Source: an optimization exercise on an open RTL-to-GDS flow (aim: small area, a short achievable clock period and few clock cycles per item). Production flows keep margins and buffers that such runs may drop.
RTL that was checked went through simulation tests only; none was proved equivalent to the original.

==> quartz: inputs <==
// sha1_message_digest_unit
module sha1_message_digest_unit (
   input  wire logic        clock,
   input  wire logic        reset,
   input  wire logic        req_valid,
   output logic             req_ready,
   input  wire logic [7:0]  req_data_byte,
   input  wire logic        req_is_last,
   input  wire logic        req_no_byte,
   output logic             rsp_valid,
   input  wire logic        rsp_ready,
   output logic [31:0]      rsp_digest_word0,
   output logic [31:0]      rsp_digest_word1,
   output logic [31:0]      rsp_digest_word2,
   output logic [31:0]      rsp_digest_word3,
   output logic [31:0]      rsp_digest_word4
);
clock: 7.5 ns
lec_check: 0
cap_margin: 20
core_margin: 2
core_utilization: 40
place_density: 0.6
setup_slack_margin: 4.5
slew_margin: 20
run.sh (not shown) runs the stock make flow with config.mk's settings and CLKGATE_MAP_FILE= SYNTH_SCRIPT=/design/flow/synth_recipe.tcl, a recipe that flattens the netlist after the stock synthesis.
==> umber (differences from quartz) <==
--- a/flow/design.v
+++ b/flow/design.v
@@ -35,40 +35,36 @@
       F_TAKE,
       F_PAD,       
       F_ZERO,      
       F_LEN        
    } fstate_type;
    fstate_type       state_ff, state_in;
-   logic [60-LW:0]   hi_ff, hi_in;
-   logic [LW-1:0]    lane_ff, lane_in;
-   logic             bump_ff, bump_in;
+   logic [60:0]      cnt_ff, cnt_in;       
    logic [PW-1:0]    ppos_ff, ppos_in;     
    logic [smd_pkg::SB-1:0][7:0] acc_ff;
    logic             full_ff, full_in;     
    logic             rdy_ff, rdy_in;
    logic             accept, take_byte;
    logic [LW-1:0]    lane;
    logic [smd_pkg::SW-1:0] pad_slot;
    logic [63:0]      len_bits;
    assign req_ready = rdy_ff;
    assign accept    = req_valid && rdy_ff;
    assign take_byte = accept && !req_no_byte;
-   assign lane      = lane_ff;
-   assign len_bits  = {hi_ff, lane_ff, 3'b000};
+   assign lane      = cnt_ff[LW-1:0];
+   assign len_bits  = {cnt_ff, 3'b000};
    always_comb begin
       for (int i = 0; i < smd_pkg::SB; i++) begin
          if (i < lane)       pad_slot[8*(smd_pkg::SB-1-i) +: 8] = acc_ff[smd_pkg::SB-1-i];
          else if (i == lane) pad_slot[8*(smd_pkg::SB-1-i) +: 8] = 8'h80;
          else                pad_slot[8*(smd_pkg::SB-1-i) +: 8] = 8'h00;
       end
    end
    always_comb begin
       state_in   = state_ff;
-      hi_in      = bump_ff ? hi_ff + (61-LW)'(1) : hi_ff;
-      lane_in    = lane_ff;
-      bump_in    = 1'b0;
+      cnt_in     = cnt_ff;
       ppos_in    = ppos_ff;
       full_in    = full_ff;
       push       = 1'b0;
       push_final = 1'b0;
       push_data  = acc_ff;
       unique case (state_ff)
@@ -78,17 +74,14 @@
                if (push_ok) begin
                   full_in = 1'b0;
                   ppos_in = ppos_ff + PW'(1);
                end
             end
             if (take_byte) begin
-               lane_in = lane_ff + LW'(1);
-               if (lane == LW'(smd_pkg::SB - 1)) begin
-                  full_in = 1'b1;
-                  bump_in = 1'b1;
-               end
+               cnt_in = cnt_ff + 61'd1;
+               if (lane == LW'(smd_pkg::SB - 1)) full_in = 1'b1;
             end
             if (accept && req_is_last) state_in = F_PAD;
          end
          F_PAD: begin
             push = 1'b1;
             if (full_ff) begin
@@ -124,14 +117,13 @@
                push_final = 1'b1;
             end
             if (push_ok) begin
                ppos_in = ppos_ff + PW'(1);
                if (push_final) begin
                   state_in = F_TAKE;
-                  hi_in    = '0;
-                  lane_in  = '0;
+                  cnt_in   = '0;
                end
             end
          end
          default: state_in = F_TAKE;
       endcase
    end
@@ -144,23 +136,19 @@
    always_ff @(posedge clock) begin
       if (take_byte) acc_ff[smd_pkg::SB-1-lane] <= req_data_byte;
    end
    always_ff @(posedge clock) begin
       if (reset) begin
          state_ff <= F_TAKE;
-         hi_ff    <= '0;
-         lane_ff  <= '0;
-         bump_ff  <= 1'b0;
+         cnt_ff   <= '0;
          ppos_ff  <= '0;
          full_ff  <= 1'b0;
          rdy_ff   <= 1'b1;
       end else begin
          state_ff <= state_in;
-         hi_ff    <= hi_in;
-         lane_ff  <= lane_in;
-         bump_ff  <= bump_in;
+         cnt_ff   <= cnt_in;
          ppos_ff  <= ppos_in;
          full_ff  <= full_in;
          rdy_ff   <= rdy_in;
       end
    end
 endmodule
@@ -259,38 +247,33 @@
    logic [4:0][31:0] work_ff, work_in;      
    logic [4:0][31:0] chain_ff;
    logic [4:0][31:0] hx;
    logic [31:0]      f_ff, f_in;            
    logic [31:0]      p_ff, p_in;            
    logic [2:0]       fs_ff, fs_in;          
+   logic [31:0]      k_ff, k_in;            
    logic             run_ff, run_in;
    logic [6:0]       rnd_ff, rnd_in;
    logic             addp_ff, addp_in;      
    logic             first_ff, first_in;    
    logic             blast_ff, blast_in;    
    logic             xbusy_ff;
    logic [3:0]       xcnt_ff, xcnt_in;
    logic             rv_ff, rv_in;
    logic             at79_ff, late_ff;      
-   logic             civ_ff, civ_in;        
-   logic             m_step, m_iv, m_add;   
-   logic             ms_ff, mi_ff, ma_ff;
-   logic             ivld;                  
-   logic [31:0]      kw_ff, kw_in;          
-   logic [31:0]      kk_ff, kk_in;
-   logic             hold79, r79, add_now, wready, xgo;
+   logic             hold79, r79, add_now, wready, xgo, iv_now;
    logic [31:0]      t1, s0;
    logic [4:1][31:0] s14;
    logic [6:0]       nrnd;
    logic [31:0] a, b, c, d, e;
    assign a = work_ff[0];
    assign b = work_ff[1];
    assign c = work_ff[2];
    assign d = work_ff[3];
    assign e = work_ff[4];
-   assign hold79  = first_ff && !civ_ff;
+   assign hold79  = first_ff && rv_ff;
    assign r79     = at79_ff && !hold79;
    assign add_now = addp_ff;
    assign wready  = (!run_ff && !addp_ff) ||
                     (late_ff && !hold79);
    assign xgo      = !xbusy_ff && b_full && wready;
    assign xfer     = xgo || xbusy_ff;
@@ -321,65 +304,63 @@
          rnd_in   = '0;
          blast_in = b_last;
       end
    end
    assign nrnd = run_in ? rnd_in + 7'd1 : 7'd0;
    always_comb begin
-      if (!run_in || rnd_in >= 7'd78 || rnd_in < 7'd18) kk_in = smd_pkg::ROUND_K[32*3 +: 32];
-      else if (rnd_in < 7'd38) kk_in = smd_pkg::ROUND_K[32*2 +: 32];
-      else if (rnd_in < 7'd58) kk_in = smd_pkg::ROUND_K[32*1 +: 32];
-      else kk_in = smd_pkg::ROUND_K[32*0 +: 32];
-   end
-   assign kw_in = kk_ff + w_ff[2];
-   always_comb begin
       if (nrnd < 7'd20) begin
          fs_in = 3'b001;
+         k_in  = smd_pkg::ROUND_K[32*3 +: 32];
       end else if (nrnd < 7'd40) begin
          fs_in = 3'b010;
+         k_in  = smd_pkg::ROUND_K[32*2 +: 32];
       end else if (nrnd < 7'd60) begin
          fs_in = 3'b100;
+         k_in  = smd_pkg::ROUND_K[32*1 +: 32];
       end else begin
          fs_in = 3'b010;
+         k_in  = smd_pkg::ROUND_K[32*0 +: 32];
       end
    end
    assign t1    = rotl(a, 5) + f_ff + p_ff;
    assign w_new = rotl(w_ff[13] ^ w_ff[8] ^ w_ff[2] ^ w_ff[0], 1);
-   assign ivld   = first_ff && !rv_ff && !civ_ff && !addp_ff;
-   assign civ_in = (civ_ff || ivld) && !r79;
-   assign hx     = chain_ff;
+   always_comb begin
+      for (int i = 0; i < 5; i++) begin
+         hx[i] = first_ff ? smd_pkg::CHAIN_IV[32*(4-i) +: 32] : chain_ff[i];
+      end
+   end
    assign s14[1] = hx[1] + a;
    assign s14[2] = hx[2] + rotl(b, 30);
    assign s14[3] = hx[3] + c;
    assign s14[4] = hx[4] + d;
    assign s0     = hx[0] + a;
-   assign m_step = run_in && !(run_in && rnd_in == 7'd79 && first_in && !civ_in);
-   assign m_iv   = !run_in && (addp_in ? blast_in : first_in);
-   assign m_add  = !run_in && addp_in && !blast_in;
+   assign iv_now = add_now ? blast_ff : (!run_ff && first_ff);
    always_comb begin
-      if (ms_ff) begin
+      if (run_ff) begin
          work_in[0] = t1;
          work_in[1] = a;
          work_in[2] = rotl(b, 30);
          work_in[3] = c;
          work_in[4] = d;
-      end else if (mi_ff) begin
+         if (at79_ff && hold79) work_in = work_ff;
+      end else if (iv_now) begin
          for (int i = 0; i < 5; i++) work_in[i] = smd_pkg::CHAIN_IV[32*(4-i) +: 32];
-      end else if (ma_ff) begin
+      end else if (add_now) begin
          work_in[0] = s0;
          for (int i = 1; i < 5; i++) work_in[i] = chain_ff[i];
       end else begin
          work_in = work_ff;
       end
    end
    always_comb begin
       if (at79_ff) begin
          f_in = f_ff;
          p_in = p_ff;
       end else begin
          f_in = fsel(fs_ff, work_in[1], work_in[2], work_in[3]);
-         p_in = work_in[4] + kw_ff;
+         p_in = work_in[4] + k_ff + w_ff[1];
       end
    end
    assign rsp_valid        = rv_ff;
    assign rsp_digest_word0 = chain_ff[0];
    assign rsp_digest_word1 = chain_ff[1];
    assign rsp_digest_word2 = chain_ff[2];
@@ -389,49 +370,37 @@
       for (int i = 0; i < 15; i++) w_ff[i] <= w_ff[i+1];
       w_ff[15] <= xfer ? head : w_new;
       work_ff <= work_in;
       f_ff    <= f_in;
       p_ff    <= p_in;
       fs_ff   <= fs_in;
-      kw_ff   <= kw_in;
-      kk_ff   <= kk_in;
+      k_ff    <= k_in;
       if (r79) begin
          for (int i = 1; i < 5; i++) chain_ff[i] <= s14[i];
-      end else if (ivld) begin
-         for (int i = 1; i < 5; i++) chain_ff[i] <= smd_pkg::CHAIN_IV[32*(4-i) +: 32];
       end
       if (add_now) chain_ff[0] <= s0;
-      else if (ivld) chain_ff[0] <= smd_pkg::CHAIN_IV[32*4 +: 32];
    end
    always_ff @(posedge clock) begin
       if (reset) begin
          run_ff   <= 1'b0;
          rnd_ff   <= '0;
          at79_ff  <= 1'b0;
          late_ff  <= 1'b0;
-         ms_ff    <= 1'b0;
-         mi_ff    <= 1'b1;
-         ma_ff    <= 1'b0;
          addp_ff  <= 1'b0;
          first_ff <= 1'b1;
-         civ_ff   <= 1'b0;
          blast_ff <= 1'b0;
          xbusy_ff <= 1'b0;
          xcnt_ff  <= '0;
          rv_ff    <= 1'b0;
       end else begin
          run_ff   <= run_in;
          rnd_ff   <= rnd_in;
          at79_ff  <= run_in && (rnd_in == 7'd79);
-         ms_ff    <= m_step;
-         mi_ff    <= m_iv;
-         ma_ff    <= m_add;
          late_ff  <= run_in && (rnd_in >= 7'(XSTART));
          addp_ff  <= addp_in;
          first_ff <= first_in;
-         civ_ff   <= civ_in;
          blast_ff <= blast_in;
          xbusy_ff <= xbusy_in;
          xcnt_ff  <= xcnt_in;
          rv_ff    <= rv_in;
       end
    end
SETUP_SLACK_MARGIN = 3.5   (was 4.5)
==> zinc (differences from quartz) <==
--- a/flow/design.v
+++ b/flow/design.v
@@ -35,40 +35,36 @@
       F_TAKE,
       F_PAD,       
       F_ZERO,      
       F_LEN        
    } fstate_type;
    fstate_type       state_ff, state_in;
-   logic [60-LW:0]   hi_ff, hi_in;
-   logic [LW-1:0]    lane_ff, lane_in;
-   logic             bump_ff, bump_in;
+   logic [60:0]      cnt_ff, cnt_in;       
    logic [PW-1:0]    ppos_ff, ppos_in;     
    logic [smd_pkg::SB-1:0][7:0] acc_ff;
    logic             full_ff, full_in;     
    logic             rdy_ff, rdy_in;
    logic             accept, take_byte;
    logic [LW-1:0]    lane;
    logic [smd_pkg::SW-1:0] pad_slot;
    logic [63:0]      len_bits;
    assign req_ready = rdy_ff;
    assign accept    = req_valid && rdy_ff;
    assign take_byte = accept && !req_no_byte;
-   assign lane      = lane_ff;
-   assign len_bits  = {hi_ff, lane_ff, 3'b000};
+   assign lane      = cnt_ff[LW-1:0];
+   assign len_bits  = {cnt_ff, 3'b000};
    always_comb begin
       for (int i = 0; i < smd_pkg::SB; i++) begin
          if (i < lane)       pad_slot[8*(smd_pkg::SB-1-i) +: 8] = acc_ff[smd_pkg::SB-1-i];
          else if (i == lane) pad_slot[8*(smd_pkg::SB-1-i) +: 8] = 8'h80;
          else                pad_slot[8*(smd_pkg::SB-1-i) +: 8] = 8'h00;
       end
    end
    always_comb begin
       state_in   = state_ff;
-      hi_in      = bump_ff ? hi_ff + (61-LW)'(1) : hi_ff;
-      lane_in    = lane_ff;
-      bump_in    = 1'b0;
+      cnt_in     = cnt_ff;
       ppos_in    = ppos_ff;
       full_in    = full_ff;
       push       = 1'b0;
       push_final = 1'b0;
       push_data  = acc_ff;
       unique case (state_ff)
@@ -78,17 +74,14 @@
                if (push_ok) begin
                   full_in = 1'b0;
                   ppos_in = ppos_ff + PW'(1);
                end
             end
             if (take_byte) begin
-               lane_in = lane_ff + LW'(1);
-               if (lane == LW'(smd_pkg::SB - 1)) begin
-                  full_in = 1'b1;
-                  bump_in = 1'b1;
-               end
+               cnt_in = cnt_ff + 61'd1;
+               if (lane == LW'(smd_pkg::SB - 1)) full_in = 1'b1;
             end
             if (accept && req_is_last) state_in = F_PAD;
          end
          F_PAD: begin
             push = 1'b1;
             if (full_ff) begin
@@ -124,14 +117,13 @@
                push_final = 1'b1;
             end
             if (push_ok) begin
                ppos_in = ppos_ff + PW'(1);
                if (push_final) begin
                   state_in = F_TAKE;
-                  hi_in    = '0;
-                  lane_in  = '0;
+                  cnt_in   = '0;
                end
             end
          end
          default: state_in = F_TAKE;
       endcase
    end
@@ -144,23 +136,19 @@
    always_ff @(posedge clock) begin
       if (take_byte) acc_ff[smd_pkg::SB-1-lane] <= req_data_byte;
    end
    always_ff @(posedge clock) begin
       if (reset) begin
          state_ff <= F_TAKE;
-         hi_ff    <= '0;
-         lane_ff  <= '0;
-         bump_ff  <= 1'b0;
+         cnt_ff   <= '0;
          ppos_ff  <= '0;
          full_ff  <= 1'b0;
          rdy_ff   <= 1'b1;
       end else begin
          state_ff <= state_in;
-         hi_ff    <= hi_in;
-         lane_ff  <= lane_in;
-         bump_ff  <= bump_in;
+         cnt_ff   <= cnt_in;
          ppos_ff  <= ppos_in;
          full_ff  <= full_in;
          rdy_ff   <= rdy_in;
       end
    end
 endmodule
@@ -259,38 +247,33 @@
    logic [4:0][31:0] work_ff, work_in;      
    logic [4:0][31:0] chain_ff;
    logic [4:0][31:0] hx;
    logic [31:0]      f_ff, f_in;            
    logic [31:0]      p_ff, p_in;            
    logic [2:0]       fs_ff, fs_in;          
+   logic [31:0]      k_ff, k_in;            
    logic             run_ff, run_in;
    logic [6:0]       rnd_ff, rnd_in;
    logic             addp_ff, addp_in;      
    logic             first_ff, first_in;    
    logic             blast_ff, blast_in;    
    logic             xbusy_ff;
    logic [3:0]       xcnt_ff, xcnt_in;
    logic             rv_ff, rv_in;
    logic             at79_ff, late_ff;      
-   logic             civ_ff, civ_in;        
-   logic             m_step, m_iv, m_add;   
-   logic             ms_ff, mi_ff, ma_ff;
-   logic             ivld;                  
-   logic [31:0]      kw_ff, kw_in;          
-   logic [31:0]      kk_ff, kk_in;
-   logic             hold79, r79, add_now, wready, xgo;
+   logic             hold79, r79, add_now, wready, xgo, iv_now;
    logic [31:0]      t1, s0;
    logic [4:1][31:0] s14;
    logic [6:0]       nrnd;
    logic [31:0] a, b, c, d, e;
    assign a = work_ff[0];
    assign b = work_ff[1];
    assign c = work_ff[2];
    assign d = work_ff[3];
    assign e = work_ff[4];
-   assign hold79  = first_ff && !civ_ff;
+   assign hold79  = first_ff && rv_ff;
    assign r79     = at79_ff && !hold79;
    assign add_now = addp_ff;
    assign wready  = (!run_ff && !addp_ff) ||
                     (late_ff && !hold79);
    assign xgo      = !xbusy_ff && b_full && wready;
    assign xfer     = xgo || xbusy_ff;
@@ -321,65 +304,63 @@
          rnd_in   = '0;
          blast_in = b_last;
       end
    end
    assign nrnd = run_in ? rnd_in + 7'd1 : 7'd0;
    always_comb begin
-      if (!run_in || rnd_in >= 7'd78 || rnd_in < 7'd18) kk_in = smd_pkg::ROUND_K[32*3 +: 32];
-      else if (rnd_in < 7'd38) kk_in = smd_pkg::ROUND_K[32*2 +: 32];
-      else if (rnd_in < 7'd58) kk_in = smd_pkg::ROUND_K[32*1 +: 32];
-      else kk_in = smd_pkg::ROUND_K[32*0 +: 32];
-   end
-   assign kw_in = kk_ff + w_ff[2];
-   always_comb begin
       if (nrnd < 7'd20) begin
          fs_in = 3'b001;
+         k_in  = smd_pkg::ROUND_K[32*3 +: 32];
       end else if (nrnd < 7'd40) begin
          fs_in = 3'b010;
+         k_in  = smd_pkg::ROUND_K[32*2 +: 32];
       end else if (nrnd < 7'd60) begin
          fs_in = 3'b100;
+         k_in  = smd_pkg::ROUND_K[32*1 +: 32];
       end else begin
          fs_in = 3'b010;
+         k_in  = smd_pkg::ROUND_K[32*0 +: 32];
       end
    end
    assign t1    = rotl(a, 5) + f_ff + p_ff;
    assign w_new = rotl(w_ff[13] ^ w_ff[8] ^ w_ff[2] ^ w_ff[0], 1);
-   assign ivld   = first_ff && !rv_ff && !civ_ff && !addp_ff;
-   assign civ_in = (civ_ff || ivld) && !r79;
-   assign hx     = chain_ff;
+   always_comb begin
+      for (int i = 0; i < 5; i++) begin
+         hx[i] = first_ff ? smd_pkg::CHAIN_IV[32*(4-i) +: 32] : chain_ff[i];
+      end
+   end
    assign s14[1] = hx[1] + a;
    assign s14[2] = hx[2] + rotl(b, 30);
    assign s14[3] = hx[3] + c;
    assign s14[4] = hx[4] + d;
    assign s0     = hx[0] + a;
-   assign m_step = run_in && !(run_in && rnd_in == 7'd79 && first_in && !civ_in);
-   assign m_iv   = !run_in && (addp_in ? blast_in : first_in);
-   assign m_add  = !run_in && addp_in && !blast_in;
+   assign iv_now = add_now ? blast_ff : (!run_ff && first_ff);
    always_comb begin
-      if (ms_ff) begin
+      if (run_ff) begin
          work_in[0] = t1;
          work_in[1] = a;
          work_in[2] = rotl(b, 30);
          work_in[3] = c;
          work_in[4] = d;
-      end else if (mi_ff) begin
+         if (at79_ff && hold79) work_in = work_ff;
+      end else if (iv_now) begin
          for (int i = 0; i < 5; i++) work_in[i] = smd_pkg::CHAIN_IV[32*(4-i) +: 32];
-      end else if (ma_ff) begin
+      end else if (add_now) begin
          work_in[0] = s0;
          for (int i = 1; i < 5; i++) work_in[i] = chain_ff[i];
       end else begin
          work_in = work_ff;
       end
    end
    always_comb begin
       if (at79_ff) begin
          f_in = f_ff;
          p_in = p_ff;
       end else begin
          f_in = fsel(fs_ff, work_in[1], work_in[2], work_in[3]);
-         p_in = work_in[4] + kw_ff;
+         p_in = work_in[4] + k_ff + w_ff[1];
       end
    end
    assign rsp_valid        = rv_ff;
    assign rsp_digest_word0 = chain_ff[0];
    assign rsp_digest_word1 = chain_ff[1];
    assign rsp_digest_word2 = chain_ff[2];
@@ -389,49 +370,37 @@
       for (int i = 0; i < 15; i++) w_ff[i] <= w_ff[i+1];
       w_ff[15] <= xfer ? head : w_new;
       work_ff <= work_in;
       f_ff    <= f_in;
       p_ff    <= p_in;
       fs_ff   <= fs_in;
-      kw_ff   <= kw_in;
-      kk_ff   <= kk_in;
+      k_ff    <= k_in;
       if (r79) begin
          for (int i = 1; i < 5; i++) chain_ff[i] <= s14[i];
-      end else if (ivld) begin
-         for (int i = 1; i < 5; i++) chain_ff[i] <= smd_pkg::CHAIN_IV[32*(4-i) +: 32];
       end
       if (add_now) chain_ff[0] <= s0;
-      else if (ivld) chain_ff[0] <= smd_pkg::CHAIN_IV[32*4 +: 32];
    end
    always_ff @(posedge clock) begin
       if (reset) begin
          run_ff   <= 1'b0;
          rnd_ff   <= '0;
          at79_ff  <= 1'b0;
          late_ff  <= 1'b0;
-         ms_ff    <= 1'b0;
-         mi_ff    <= 1'b1;
-         ma_ff    <= 1'b0;
          addp_ff  <= 1'b0;
          first_ff <= 1'b1;
-         civ_ff   <= 1'b0;
          blast_ff <= 1'b0;
          xbusy_ff <= 1'b0;
          xcnt_ff  <= '0;
          rv_ff    <= 1'b0;
       end else begin
          run_ff   <= run_in;
          rnd_ff   <= rnd_in;
          at79_ff  <= run_in && (rnd_in == 7'd79);
-         ms_ff    <= m_step;
-         mi_ff    <= m_iv;
-         ma_ff    <= m_add;
          late_ff  <= run_in && (rnd_in >= 7'(XSTART));
          addp_ff  <= addp_in;
          first_ff <= first_in;
-         civ_ff   <= civ_in;
          blast_ff <= blast_in;
          xbusy_ff <= xbusy_in;
          xcnt_ff  <= xcnt_in;
          rv_ff    <= rv_in;
       end
    end
SETUP_SLACK_MARGIN = 2.0   (was 4.5)
==> notes <==
Flip-flop and latch count: quartz is higher than umber (40).
Utilization, lowest first: zinc, umber, quartz.
The lowest via count belongs to zinc, the highest to quartz.
Of quartz and umber, quartz has the higher area after synthesis (gap 2.0%, measured against umber).
Testbench counts of quartz, summed over its fixed seeds: cycles 59,823, bytes 35,318.
Only the layout flow was run in umber and zinc; the RTL was not checked for function there.

==> separate check: timing with driven ports <==
No port has a modelled driver above. Below, the same layouts with a new extraction and two added sets of constraints. Step 1 assumes that a clkbuf_16 drives the clock port and a buf_2 every other input. Step 2, shift: input delay + t, output delay - t, t = (earliest + latest rising clock arrival at the registers) / 2. This alone moves slack from input paths to output paths. Slacks: ideal / step 1 / step 2; pairs: ideal / step 1.
| run | t (ns) | setup slack, ns | worst hold slack (ns) | worst setup path after step 2 | slew at the worst register clock pin (ns) |
|---|---|---|---|---|---|
| quartz | 0.838 | 3.865 / 3.865 / 3.865 | 0.303 / 0.303 / 0.303 | register to register | 0.07 / 0.07 |
| umber | 0.850 | 3.173 / 3.173 / 2.845 | 0.293 / 0.293 / 0.293 | input to register | 0.07 / 0.07 |
| zinc | 0.841 | 2.262 / 2.262 / 2.262 | 0.299 / 0.299 / 0.299 | register to register | 0.07 / 0.07 |
After both steps setup and hold are still met in every run listed. For umber, which loses most, drivers alone change the setup slack by 0.000 ns; drivers and shift together by -0.328 ns.
